Source: an optimization exercise on an open RTL-to-GDS flow (aim: small area, a short achievable clock period and few clock cycles). Production flows keep margins and buffers that such runs may drop. Only simulation tests tie the RTL to the original design; equivalence was not proved. No activity file was given, so power comes from the tool's default toggle rates.

## flow/design.v (module list and top-level ports; edited modules follow where they fit)
// module tsfb_divider: 17 lines
// module tsfb_pipe: 25 lines
// module tsfb_mul_12x12: 495 lines
// module tsfb_mul_23x8: 597 lines
// module two_source_feather_blend: 240 lines
module two_source_feather_blend #(
  parameter int MAX_DIM = 4096,
  parameter bit      CUT_A = 1'b1,
  parameter bit      CUT_R = 1'b1,
  parameter bit      CUT_B = 1'b1,
  parameter bit      CUT_P = 1'b1,
  parameter bit      CUT_C = 1'b1,
  parameter bit [7:0] CUT_D = 8'b1111_1111
) (
  input  logic                              clk,
  input  logic                              rst,
  input  logic                              cfg_wen,
  input  logic [tsfb_pkg::REG_IDX_W-1:0]    cfg_index,
  input  logic [tsfb_pkg::REG_DATA_W-1:0]   cfg_data,
  input  logic                              s_tvalid,
  output logic                              s_tready,
  input  logic [tsfb_pkg::IN_DATA_W-1:0]    s_tdata,
  output logic                              m_tvalid,
  input  logic                              m_tready,
  output logic [tsfb_pkg::OUT_DATA_W-1:0]   m_tdata
);
  // ...
==> flow/run.sh <==
#!/bin/bash
# synth_recipe.tcl (not shown) runs the flow's synth.tcl, then flattens the netlist and writes it again
# the make line also repeats each setting of config.mk as NAME=value (left out here)
make -C /OpenROAD-flow-scripts/flow DESIGN_CONFIG=/design/flow/config.mk WORK_HOME=/design/flow/orfs CLKGATE_MAP_FILE= SYNTH_SCRIPT=/design/flow/synth_recipe.tcl finish
==> flow/config.mk <==
export PLATFORM = sky130hd
export DESIGN_NAME = two_source_feather_blend
export DESIGN_NICKNAME = two_source_feather_blend
export VERILOG_FILES = /design/flow/design.v
export SDC_FILE = /design/flow/constraint.sdc
export NUM_CORES = 4
export LEC_CHECK = 0
export CAP_MARGIN = 20
export CORE_MARGIN = 2
export CORE_UTILIZATION = 40
export SETUP_SLACK_MARGIN = 3.7
export SLEW_MARGIN = 20
==> flow/constraint.sdc <==
create_clock -name core_clock -period 7.5 [get_ports {clk}]
set_input_delay 1.5000 -clock core_clock [delete_from_list [all_inputs] [get_ports {clk}]]
set_output_delay 1.5000 -clock core_clock [all_outputs]
set_load 0.01 [all_outputs]
==> impl_results.rst, run 1 <==
.. list-table::
   :header-rows: 1

   * - Metric
     - Value
   * - Run status
     - no timing/DRC/antenna violations
   * - Nets in the synthesized netlist
     - ~13,000
   * - Cells resized by post-CTS repair
     - ~210
   * - Busiest layer in global routing
     - met2
   * - Start of the worst register-to-register path
     - rd_ptr[0]
   * - Worst vdd rail ir drop
     - between 0.0002 and 0.0003 V
   * - Placed wire-length estimate after detailed placement
     - 231,600 µm
   * - Setup ws final
     - between 3 and 4 ns
   * - Clock slew at the register clock pins of the worst setup and hold paths
     - 0.06 ns
   * - Endpoint of the lowest-slack register-to-register path
     - od[6]
   * - Cell at the root of the clock tree
     - clkbuf_16
   * - Pins Over Slew Limit
     - 0
   * - Multi-input gate share of the layout cell area
     - 0.4895
   * - Element type at the critical path start
     - flip-flop
   * - Length of routed wiring on met1
     - 129,200 µm
   * - Area share of and/or/nand/nor cells after synthesis
     - 0.1169
   * - Final core utilization
     - 0.4586
   * - Worst-case headroom to the max-slew limit
     - 0.2036
   * - Power density cells
     - 438.4 nW/µm²
   * - Synthesis-stage register bit count
     - 2,211
   * - Count of buffer and inverter cells on the critical path
     - 2
   * - Data arrival time of the worst path
     - 4.38 ns
   * - Routed vias/inst
     - 5.208
   * - Postcts setup bufs
     - 40
   * - Final clock-cell share
     - 0.06026
Testbench counts, summed over its fixed seeds: cycles 15,072.
==> run 2, diff against run 1 <==
--- a/flow/config.mk
+++ b/flow/config.mk
@@ -9,4 +9,4 @@
 export CORE_MARGIN = 2
 export CORE_UTILIZATION = 40
-export SETUP_SLACK_MARGIN = 3.7
+export SETUP_SLACK_MARGIN = 4.0
 export SLEW_MARGIN = 20
==> run 2 against run 1 <==
  * Still clean
  * Via count grew 1.5%
  * Synthesized cell count is the same
  * Wire length grew 3.8%
  * Critical endpoint is now g_div[6].u_cut_d.dq[65]
  * Largest power group unchanged
==> impl_results.rst, run 2 <==
.. list-table::
   :header-rows: 1

   * - Metric
     - Value
   * - Share of post-route cells with drive strength above 1
     - 0.1302 (was 0.08901)
   * - First-pass GRT wire length
     - 485,700 µm (was 476,300 µm)
   * - Ordered list of cells on the worst path
     - inv_4 -> ha_4 -> a21o_1 -> or3_4 -> o21ai_4 -> o21ai_1 -> buf_4 -> o211ai_1 -> a21oi_1 -> a21o_1 -> a21o_1 -> a21oi_4 -> buf_12 -> buf_8 -> buf_12 -> mux2_4 (was buf_4 -> nand2b_1 -> nor3_2 -> buf_4 -> a22oi_1 -> nand2_1 -> a2111oi_0 -> o31ai_1)
   * - Final hold slack
     - 0.2269 ns (was 0.2293 ns)
   * - Combinational cell fraction of total power
     - 0.512 (was 0.488)
   * - Run status
     - no timing/DRC/antenna violations (unchanged)
   * - Cell with the biggest individual delay on the critical path
     - o211ai_1 (was nor3_2)
   * - Worst vdd rail ir drop
     - 0.0002859 V (was 0.0002789 V)
   * - Fraction of synthesized cell area taken by the top area cell type
     - 0.3113 (unchanged)
   * - Largest register by flop count
     - g_div.u_cut_d.dq (unchanged)
   * - Final std cells w/o fill
     - 15,980 (was 15,800)
   * - All-layer global routing usage
     - 0.2054 (was 0.2003)
   * - Via count of the first global-routing pass
     - 87,530 (was 86,440)
   * - Part of the power in the clock network
     - 0.196 (was 0.204)
   * - Internal Pwr Total
     - 0.03775 W (was 0.03559 W)
   * - Max Root-Sink Buffers
     - 4 (unchanged)
   * - Final period utilization
     - 0.4837 (was 0.5019)
   * - Cell with the most instances after synthesis
     - dfxtp_1 (unchanged)
   * - Time the final worst path needs with I/O delays and setup
     - 3.628 ns (was 3.764 ns)
   * - Post-synth EDFFs
     - 375 (unchanged)
   * - Area inside the core boundary
     - 293,800 µm² (unchanged)
   * - Data arrival time of the worst path
     - 4.41 ns (was 4.38 ns)
   * - Final core utilization
     - 0.4733 (was 0.4586)
   * - Summed instance area of the synthesized netlist
     - 118,100 µm² (unchanged)
   * - Element type at the critical path start
     - flip-flop (unchanged)
   * - Setup slack of the worst register-to-register path
     - 3.87 ns (was 3.74 ns)
   * - Async set-reset flop share out of synthesis
     - 0 (unchanged)
   * - Switching power of the nets
     - 0.02486 W (was 0.02348 W)
   * - Post-Synthesis Cells
     - 11,430 (unchanged)
   * - Number of antenna violations at the first check in global routing
     - 21 (was 15)
   * - Type of the worst setup path
     - reg -> reg (unchanged)
   * - Overall die width
     - 547.3 µm (unchanged)
   * - Remaining Overflow, GRT
     - 0 (unchanged)
   * - Routability congestion estimate
     - 0.9030 (was 0.9222)
   * - Routed vias/inst
     - 5.230 (was 5.208)
   * - Number of distinct library cell variants in the gate-level netlist after synthesis
     - 100 (unchanged)
   * - Count of buffer and inverter cells on the critical path
     - 5 (was 2)
   * - Most common cell after layout, fill and taps aside
     - dfxtp_1 (unchanged)
   * - Top cell by count, worst path
     - a21o_1 (was buf_4)
   * - Biggest registers after layout
     - g_div.u_cut_d.dq: 1043 flops, fifo_mem: 350 flops, u_cut_p.dq: 226 flops (unchanged)
   * - Clock slew at the register clock pins of the worst setup and hold paths
     - 0.06 ns (about the same)
   * - Die outline area
     - 299,500 µm² (unchanged)
   * - Static Leakage
     - 58.84 nW (was 57.03 nW)
   * - Cell area after placement
     - 124,400 µm² (was 124,300 µm²)
   * - DRT Wirelength
     - 318,100 µm (was 306,500 µm)
   * - Unrepaired setup endpoints after global routing
     - yes (unchanged)
   * - Count of hold-fix buffers inserted at cts
     - 0 (unchanged)
   * - Number of ports placed on the die boundary
     - 175 (unchanged)
   * - Area of all placed cells without fillers
     - 139,100 µm² (was 134,700 µm²)
   * - Starting density of the core
     - 0.4018 (unchanged)
   * - Delay-heaviest family, CP
     - compound AO/OA/AOI/OAI gates (was simple AND/OR/NAND/NOR gates)
   * - Number of DRC violations after detailed routing
     - 0 (unchanged)
   * - Crit path largest cell delay
     - 0.38 ns (was 0.90 ns)
   * - Number of cells in the design after placement
     - 15,270 (was 15,280)
   * - First-pass DRT Iterations
     - 26 (unchanged)
   * - Part of the power in registers
     - 0.292 (was 0.308)
   * - Cell at the root of the clock tree
     - clkbuf_16 (unchanged)
   * - Final ANT Viol Nets
     - 0 (unchanged)
   * - Warnings, synthesis
     - 9 (unchanged)
   * - Flip-flop count of the largest register after layout
     - 1,043 (unchanged)
   * - Synth top area cells
     - dfxtp_1, fa_1, ha_1 (unchanged)
   * - Violation count after the first detailed-route iteration
     - 4,629 (was 5,063)
   * - Portion of the post-synthesis area used by sequential elements
     - 0.4067 (unchanged)
   * - Pin count of the biggest net entering global routing
     - 85 (was 137)
   * - Critical path capture point type
     - flip-flop (unchanged)
   * - Net switching share of the total power
     - 0.3971 (was 0.3975)
   * - Achievable Freq
     - 0.2756 GHz (was 0.2657 GHz)
   * - Max-capacitance violation count
     - 0 (unchanged)
   * - Total clock buffers created by CTS
     - 238 (was 239)
   * - Die height
     - 547.3 µm (unchanged)
   * - Most used cells in the layout excluding fill and tap cells
     - dfxtp_1, inv_1, ha_1, fa_1, nand2_1 (was dfxtp_1, inv_1, ha_1, fa_1, a21oi_1)
   * - FP Rows
     - 199 (unchanged)
   * - Area growth, synth to finish
     - 17.78% (was 14.13%)
   * - Placed wire-length estimate after detailed placement
     - 231,500 µm (was 231,600 µm)
   * - Net count of the finished layout
     - 13,700 (was 13,520)
   * - Cell taking the most area after synthesis
     - dfxtp_1 (unchanged)
   * - Layout Skew
     - 0.1040 ns (was 0.1032 ns)
   * - Leading register cell type out of synthesis
     - dfxtp_1 (unchanged)
   * - Nets in the synthesized netlist
     - 13,270 (unchanged)
   * - CTS sink count
     - 2,211 (unchanged)
   * - Clock Latency Late Sink
     - 0.93 ns (was 0.90 ns)
   * - Mapped Avg Cell Area
     - 10.33 µm² (unchanged)
   * - Final hold violation count
     - 0 (unchanged)
   * - Power density cells
     - 450.2 nW/µm² (was 438.4 nW/µm²)
   * - Type of the most critical hold path
     - reg -> reg (unchanged)
   * - Setup TNS after final layout
     - 0 ns (unchanged)
   * - H-tree Lvls
     - 4 (unchanged)
   * - CTS tree
     - yes (unchanged)
   * - Worst Path Max Fanout
     - 6 (was 19)
   * - Routed wire length per instance
     - 19.91 µm (was 19.40 µm)
   * - Worst-Margin Slew
     - 1.286 ns (was 1.188 ns)
   * - Count of input and output buffers
     - 160 (unchanged)
   * - Number of setup violations in the final report
     - 0 (unchanged)
   * - Required time of the critical path
     - 8.28 ns (was 8.12 ns)
   * - Worst-case headroom to the max-slew limit
     - 0.1349 (was 0.2036)
   * - Number of vias in the routed layout
     - 83,560 (was 82,290)
   * - Pins Over Slew Limit
     - 0 (unchanged)
   * - Most instantiated cells after synthesis
     - dfxtp_1, inv_1, ha_1, fa_1, a21oi_1 (unchanged)
   * - Synthesis-stage register bit count
     - 2,211 (unchanged)
==> run 2: cell counts after synthesis <==
No cell type changed its count.
==> run 2: metal layers <==
layer	wire length, µm	track usage
met5	39	0
met2	159700	0.3698
met3	13240	0.02366
met1	130900	0.2474
met4	14110	0.08505
==> run 2: layout make-up <==
type                    instances  area (µm²)
inverters                    1186        4482
clock buffers                 305        6591
repair inverters                1       7.507
clock inverters               131        1678
repair buffers                500        5438
diodes                          3       7.507
fillers                     26610      154800
flip-flops and latches       2211       48190
multi-input cells            7721       67760
well taps                    3919        4903
==> run 2: power by group through the flow <==
stage	combinational, W	sequential (W)	clock (W)
2_1_floorplan	0.0205	0.0171	0
6_report	0.0321	0.0183	0.0123
3_5_place_dp	0.0273	0.0184	0
5_1_grt	0.0351	0.0186	0.0130
3_3_place_gp	0.0266	0.0184	0
4_1_cts	0.0307	0.0182	0.0125
==> run 2: worst reg2reg max path: stages, from the launching register on <==
cell and delay (ns):
dfxtp_4 0.37, inv_4 0.05, ha_4 0.23, a21o_1 0.16, or3_4 0.34, o21ai_4 0.18, o21ai_1 0.10, buf_4 0.16
o211ai_1 0.38, a21oi_1 0.15, a21o_1 0.20, a21o_1 0.20, a21oi_4 0.20, buf_12 0.16, buf_8 0.13, buf_12 0.15
mux2_4 0.32
==> run 2: final timing paths <==
path	start	to	cells past startpoint
worst min register to register	u_cut_p.dq[17]	u_cut_c.dq[17]	0
worst max-delay path	g_div[5].u_cut_d.dq[149]	g_div[6].u_cut_d.dq[65]	16
worst min-delay path	u_cut_p.dq[17]	u_cut_c.dq[17]	0
worst max register to register	g_div[5].u_cut_d.dq[149]	g_div[6].u_cut_d.dq[65]	16
==> run 2: logic make-up (layout without fill, tap and decap cells) <==
logic type | after synthesis | count (layout) | share of synthesized area
compound gates | 2357 | 2364 | 0.1284
xor+xnor | 632 | 632 | 0.04689
fa+ha+maj | 1695 | 1695 | 0.2229
buf+inv | 1504 | 2123 | 0.04857
flops | 2211 | 2211 | 0.4067
mux | 324 | 324 | 0.02956
other cells | 0 | 3 | 0
simple gates | 2706 | 2706 | 0.1169
==> run 2: what timing repair did <==
action	CTS	global route
endpoints found under the setup margin	745	457
pin swaps	121	123
gates resized for setup	726	304
endpoints found under the hold margin	0	0
gates cloned	23	13
buffers inserted	130	101
==> run 2: metrics by stage <==
stage	total power, W	setup slack, ns
detailed placement	0.04571	2.520
CTS	0.06145	3.869
floorplan	0.03762	3.292
global placement	0.04505	2.546
finish	0.06261	3.872
global route	0.06668	3.777

## port drivers added, routing unchanged
No port has a modelled driver above. Below, the same layouts with a new extraction and two added sets of constraints.
Step 1 (the two cells are an assumption about what drives the block):
set clk [get_ports {clk}]
set_driving_cell -lib_cell sky130_fd_sc_hd__clkbuf_16 $clk
set_driving_cell -lib_cell sky130_fd_sc_hd__buf_2 [delete_from_list [all_inputs] $clk]
Step 2 also shifts input and output timing later by t, the mid clock arrival at the registers, as if the neighbouring blocks saw the same clock.
Three values: no drivers, after step 1, after step 2; two values: the first two.
run | shift t [ns] | setup slack, ns | hold WS [ns]
run 1 | 0.966 | 3.736 / 3.696 / 2.867 | 0.229 / 0.229 / 0.229
run 2 | 0.968 | 3.872 / 3.872 / 3.178 | 0.227 / 0.227 / 0.227
After both steps every run listed still meets setup and hold. For run 1, which loses most, drivers alone change the setup slack by -0.040 ns; drivers and shift together by -0.869 ns.
